This is an optimization exercise on Yosys and OpenROAD, whose aim is small area and a short achievable clock period, not a production implementation.
At most, simulation tests tie the RTL to the original design; equivalence was not proved.
Power is estimated from default activity; no workload was simulated.

orange:
==> flow/design.v (excerpt) <==
module loadStoreUnit #(
    parameter int unsigned TimerStep = 1
) (
    input  logic clk,
    input  logic arstN,
    input  logic reqValid,
    input  logic reqWrite,
    input  rvMemPkg::widthCode reqWidth,
    input  logic [rvMemPkg::xlen-1:0] reqAddr,
    input  logic [rvMemPkg::xlen-1:0] reqWdata,
    input  logic [rvMemPkg::xlen-1:0] rdataMem,
    input  logic memStall,
    output logic busy,
    output logic done,
    output logic [rvMemPkg::xlen-1:0] rdData,
    output logic [rvMemPkg::xlen-1:0] address,
    output logic weMem,
    output logic reMem,
    output logic [rvMemPkg::xlen-1:0] wdataMem,
    output logic [rvMemPkg::maskWidth-1:0] wmaskMem,
    output logic timerIrq
);
    logic [rvMemPkg::xlen-1:0] heldAddr;
    logic [rvMemPkg::xlen-1:0] heldWdata;
    logic [rvMemPkg::maskWidth-1:0] heldMask;
    logic [1:0] heldSize;
    logic [2:0] loadBase;
    logic [7:0] loadExtSel;
    logic [2:0] loadSource;
    logic captureLoad;
    logic timerRead;
    logic timerReadMtime;
    logic timerReadMtimecmp;
    logic writeMtime;
    logic writeMtimecmp;
    logic acceptMtimecmpWrite;
    logic [3:0] notLoadMtimecmp;
    logic [rvMemPkg::xlen-1:0] mtime;
  ...
Settings: LEC_CHECK=0, CAP_MARGIN=20, CORE_MARGIN=2, CORE_UTILIZATION=55, CTS_BUF_LIST=sky130_fd_sc_hd__clkbuf_8, CTS_CLUSTER_DIAMETER=70, CTS_CLUSTER_SIZE=12, PLACE_DENSITY=0.85, SETUP_SLACK_MARGIN=1.8, SLEW_MARGIN=20, SYNTH_HIERARCHICAL=1; clock period 4.1 ns.
standard.sh (not shown) runs the stock make flow with config.mk's settings and CLKGATE_MAP_FILE= SYNTH_SCRIPT=/design/flow/synth_recipe.tcl, a recipe that flattens the netlist after the stock synthesis.
==> flow/flow/run.sh <==
#!/bin/bash
# The standard layout, with plain buffers on the ports instead of the
# delay cells buffer_ports picks by default. Every port still gets a buffer.
set -euo pipefail
export BUFFER_PORTS_ARGS="-buffer_cell sky130_fd_sc_hd__buf_1"
bash standard.sh > standard.log 2>&1
orange: PASS, flow complete, no timing, DRC or antenna violations
The following lists how red was set up differently from orange:
Settings: clearing PLACE_DENSITY, which used to be 0.85.
- On register-to-register slack, red does better than orange.
- As of red, routed length per placed instance had risen by a few percent compared to orange.
- Compared with orange, red instantiates a larger number of standard cells.
- Routing usage on met1 ended up 5.8 points higher on red than on orange.
- Between red and orange, it is red whose worst setup slack is higher, by 0.075 ns.
- Number of global-route vias before repair (higher): orange
- In the flow results for orange and red, the core utilization is larger on red.
- Combined flip-flop and latch cell area of orange is on par with red.
- Re clock latency at the later pin of the worst-skew pair: red is 0.02 ns up on orange.
No functional check of the RTL was part of any run of this note.

Setup of lane 1:
Another version of the RTL of loadStoreUnit (not shown whole).
Size in the first run: about 370 flip-flops, ~410 I/O pins.
==> flow/config.mk <==
export PLATFORM = sky130hd
export DESIGN_NAME = loadStoreUnit
export DESIGN_NICKNAME = loadStoreUnit
export VERILOG_FILES = /design/flow/design.v
export SDC_FILE = /design/flow/constraint.sdc
export NUM_CORES = 4
export LEC_CHECK = 0
export CAP_MARGIN = 20
export CORE_MARGIN = 2
export CORE_UTILIZATION = 55
export CTS_BUF_LIST = sky130_fd_sc_hd__clkbuf_8
export SETUP_SLACK_MARGIN = 2.0
export SLEW_MARGIN = 20
export SYNTH_HIERARCHICAL = 1
==> flow/constraint.sdc <==
create_clock -name core_clock -period 4.1 [get_ports {clk}]
set_input_delay 0.8200 -clock core_clock [delete_from_list [all_inputs] [get_ports {clk}]]
set_output_delay 0.8200 -clock core_clock [all_outputs]
set_load 0.01 [all_outputs]
Scripts as last shown in full above: flow/flow/run.sh
For lane 2, these inputs were changed with respect to lane 1:
- SETUP_SLACK_MARGIN now 1.9, was 2.0
- CORE_UTILIZATION now 40, was 55
- CTS_BUF_LIST no longer set, was sky130_fd_sc_hd__clkbuf_8
## What came out
- Looking at depth of the worst register-to-register path across lane 2 and lane 1, the one that comes out lower is lane 2.
- Lane 2 ended up with a lower maximum VDD drop than lane 1 did.
- On lane 2: area added between synthesis and finish is 1.2 points lower than what lane 1 gave.
- Run comparison: lane 2 top metal layer carrying routed signals met5; lane 1 top metal layer carrying routed signals met4
- Total number of cells along the worst setup path in lane 2 is 1 lower than in lane 1
- The estimated power of lane 2 ends up higher than the estimate for lane 1.
Edits applied to the flow inputs when going from lane 2 to lane 3:
- CORE_UTILIZATION now 65, was 40
- CTS_BUF_LIST now sky130_fd_sc_hd__clkbuf_4, previously not set
- SETUP_SLACK_MARGIN now 1.75, was 1.9
==> run notes <==
In lane 3 the pin slew with the least headroom to its limit turned out 0.061 ns lower than in lane 2.
Looking at overall power after layout, lane 3 sits below lane 2.
Looking at endpoint arrival time on the critical path, lane 3 sits 1.31 ns lower than lane 2 does.
~same fraction of power consumed by combinational cells in lane 2 and lane 3
What lane 2 reported for post-detailed-placement half-perimeter wirelength has to be multiplied by 0.875 to get the figure for lane 3.

== the previous run ==
RTL: one of the versions met above, not the one the previous note started from.
Size: roughly 2100 cells after synthesis, ~23000 sq um of cells after synthesis.
==> flow/design.v (excerpt) <==
module loadStoreUnit #(
    parameter int unsigned TimerStep = 1
) (
    input  logic clk,
    input  logic arstN,
    input  logic reqValid,
    input  logic reqWrite,
    input  rvMemPkg::widthCode reqWidth,
    input  logic [rvMemPkg::xlen-1:0] reqAddr,
    input  logic [rvMemPkg::xlen-1:0] reqWdata,
    input  logic [rvMemPkg::xlen-1:0] rdataMem,
    input  logic memStall,
    output logic busy,
    output logic done,
    output logic [rvMemPkg::xlen-1:0] rdData,
    output logic [rvMemPkg::xlen-1:0] address,
    output logic weMem,
    output logic reMem,
    output logic [rvMemPkg::xlen-1:0] wdataMem,
    output logic [rvMemPkg::maskWidth-1:0] wmaskMem,
    output logic timerIrq
);
    logic [rvMemPkg::xlen-1:0] heldAddr;
    logic [rvMemPkg::xlen-1:0] heldWdata;
    logic [rvMemPkg::maskWidth-1:0] heldMask;
    logic [1:0] heldSize;
    logic [2:0] loadBase;
    logic [7:0] loadExtSel;
    logic [2:0] loadSource;
    logic captureLoad;
    logic timerRead;
    logic timerReadMtime;
    logic timerReadMtimecmp;
    logic writeMtime;
    logic writeMtimecmp;
    logic acceptMtimecmpWrite;
    logic [3:0] notLoadMtimecmp;
    logic [rvMemPkg::xlen-1:0] mtime;
    logic [rvMemPkg::xlen-1:0] mtimecmp;
    accessControl uAccessControl (
        .clk(clk),
        .arstN(arstN),
        .reqValid(reqValid),
        .reqWrite(reqWrite),
        .reqWidth(reqWidth),
        .reqAddr(reqAddr),
        .reqWdata(reqWdata),
        .memStall(memStall),
        .busy(busy),
        .done(done),
        .weMem(weMem),
        .reMem(reMem),
        .heldAddr(heldAddr),
        .heldWdata(heldWdata),
        .heldMask(heldMask),
        .heldSize(heldSize),
        .loadBase(loadBase),
        .loadExtSel(loadExtSel),
        .loadSource(loadSource),
        .captureLoad(captureLoad),
        .timerRead(timerRead),
        .timerReadMtime(timerReadMtime),
        .timerReadMtimecmp(timerReadMtimecmp),
        .writeMtime(writeMtime),
        .writeMtimecmp(writeMtimecmp),
        .acceptMtimecmpWrite(acceptMtimecmpWrite),
        .notLoadMtimecmp(notLoadMtimecmp)
    );
    loadAligner uLoadAligner (
        .clk(clk),
        .arstN(arstN),
        .base(loadBase),
        .size(heldSize),
        .extSel(loadExtSel),
        .captureLoad(captureLoad),
  ...
==> flow/config.mk <==
export PLATFORM = sky130hd
export DESIGN_NAME = loadStoreUnit
export DESIGN_NICKNAME = loadStoreUnit
export VERILOG_FILES = /design/flow/design.v
export SDC_FILE = /design/flow/constraint.sdc
export NUM_CORES = 4
export LEC_CHECK = 0
export CAP_MARGIN = 5
export CORE_MARGIN = 2
export CORE_UTILIZATION = 55
export CTS_BUF_LIST = sky130_fd_sc_hd__clkbuf_8
export CTS_CLUSTER_DIAMETER = 70
export CTS_CLUSTER_SIZE = 12
export SETUP_SLACK_MARGIN = 1.8
export SLEW_MARGIN = 5
export SYNTH_HIERARCHICAL = 1
==> flow/constraint.sdc <==
create_clock -name core_clock -period 4.1 [get_ports {clk}]
set_input_delay 0.8200 -clock core_clock [delete_from_list [all_inputs] [get_ports {clk}]]
set_output_delay 0.8200 -clock core_clock [all_outputs]
set_load 0.01 [all_outputs]
Scripts as last shown in full above: flow/flow/run.sh
The previous run finished end to end and its layout was clean on timing, DRC and antenna.
Changes in the current run relative to the previous run:
- PLACE_DENSITY: unset -> 0.75
- CAP_MARGIN: 5 -> 20
- SLEW_MARGIN: 5 -> 20
==> comparison <==
The current run ended with every stage complete and zero timing, DRC or antenna violations. Compared to the previous run, the current run leaves more free space in the core. The current run vs. the previous run: routed wire length -about 5%; summed area of non-filler cells in the final layout saw a decrease; via count increased 120; total power went down. In the current run relative to the previous run, non-clock inverter count in the final layout had gone down by a few percent. The top metal layer carrying routed signals comes out met5 in one run and met4 in the other, namely in the previous run and the current run respectively.
Function was not checked in any run of this note: the RTL went through the layout flow alone.

==> static timing again, ports no longer ideal <==
No port has a modelled driver above. Below, the same layouts with a new extraction and two added sets of constraints. Step 1: set_driving_cell puts a clkbuf_16 on clk and a buf_2 on each other input, an assumption about the parent block. Step 2 also shifts input and output timing later by t, the mid clock arrival at the registers, as if the neighbouring blocks saw the same clock. Three values: no drivers, after step 1, after step 2; two values: the first two.
run	t (ns)	setup WS [ns]	worst setup path after step 2	latest minus earliest clock arrival (ns)	worst slew at a driven data input, ns
orange	0.663	1.752 / 1.752 / 1.162	input to register	0.036 / 0.036	0.08
red	0.694	1.827 / 1.827 / 1.147	input to register	0.027 / 0.027	0.10
lane 1	0.694	1.841 / 1.845 / 1.151	input to register	0.049 / 0.050	0.11
lane 2	0.657	1.797 / 1.829 / 1.172	input to register	0.018 / 0.019	0.12
lane 3	0.885	1.758 / 1.706 / 0.899	input to register	0.076 / 0.076	0.13
the previous run	0.692	1.847 / 1.828 / 1.136	input to register	0.028 / 0.028	0.10
the current run	0.698	1.878 / 1.865 / 1.212	input to register	0.031 / 0.032	0.09
After both steps every run listed still meets setup and hold. For lane 3, which loses most, drivers alone change the setup slack by -0.052 ns; drivers and shift together by -0.859 ns.
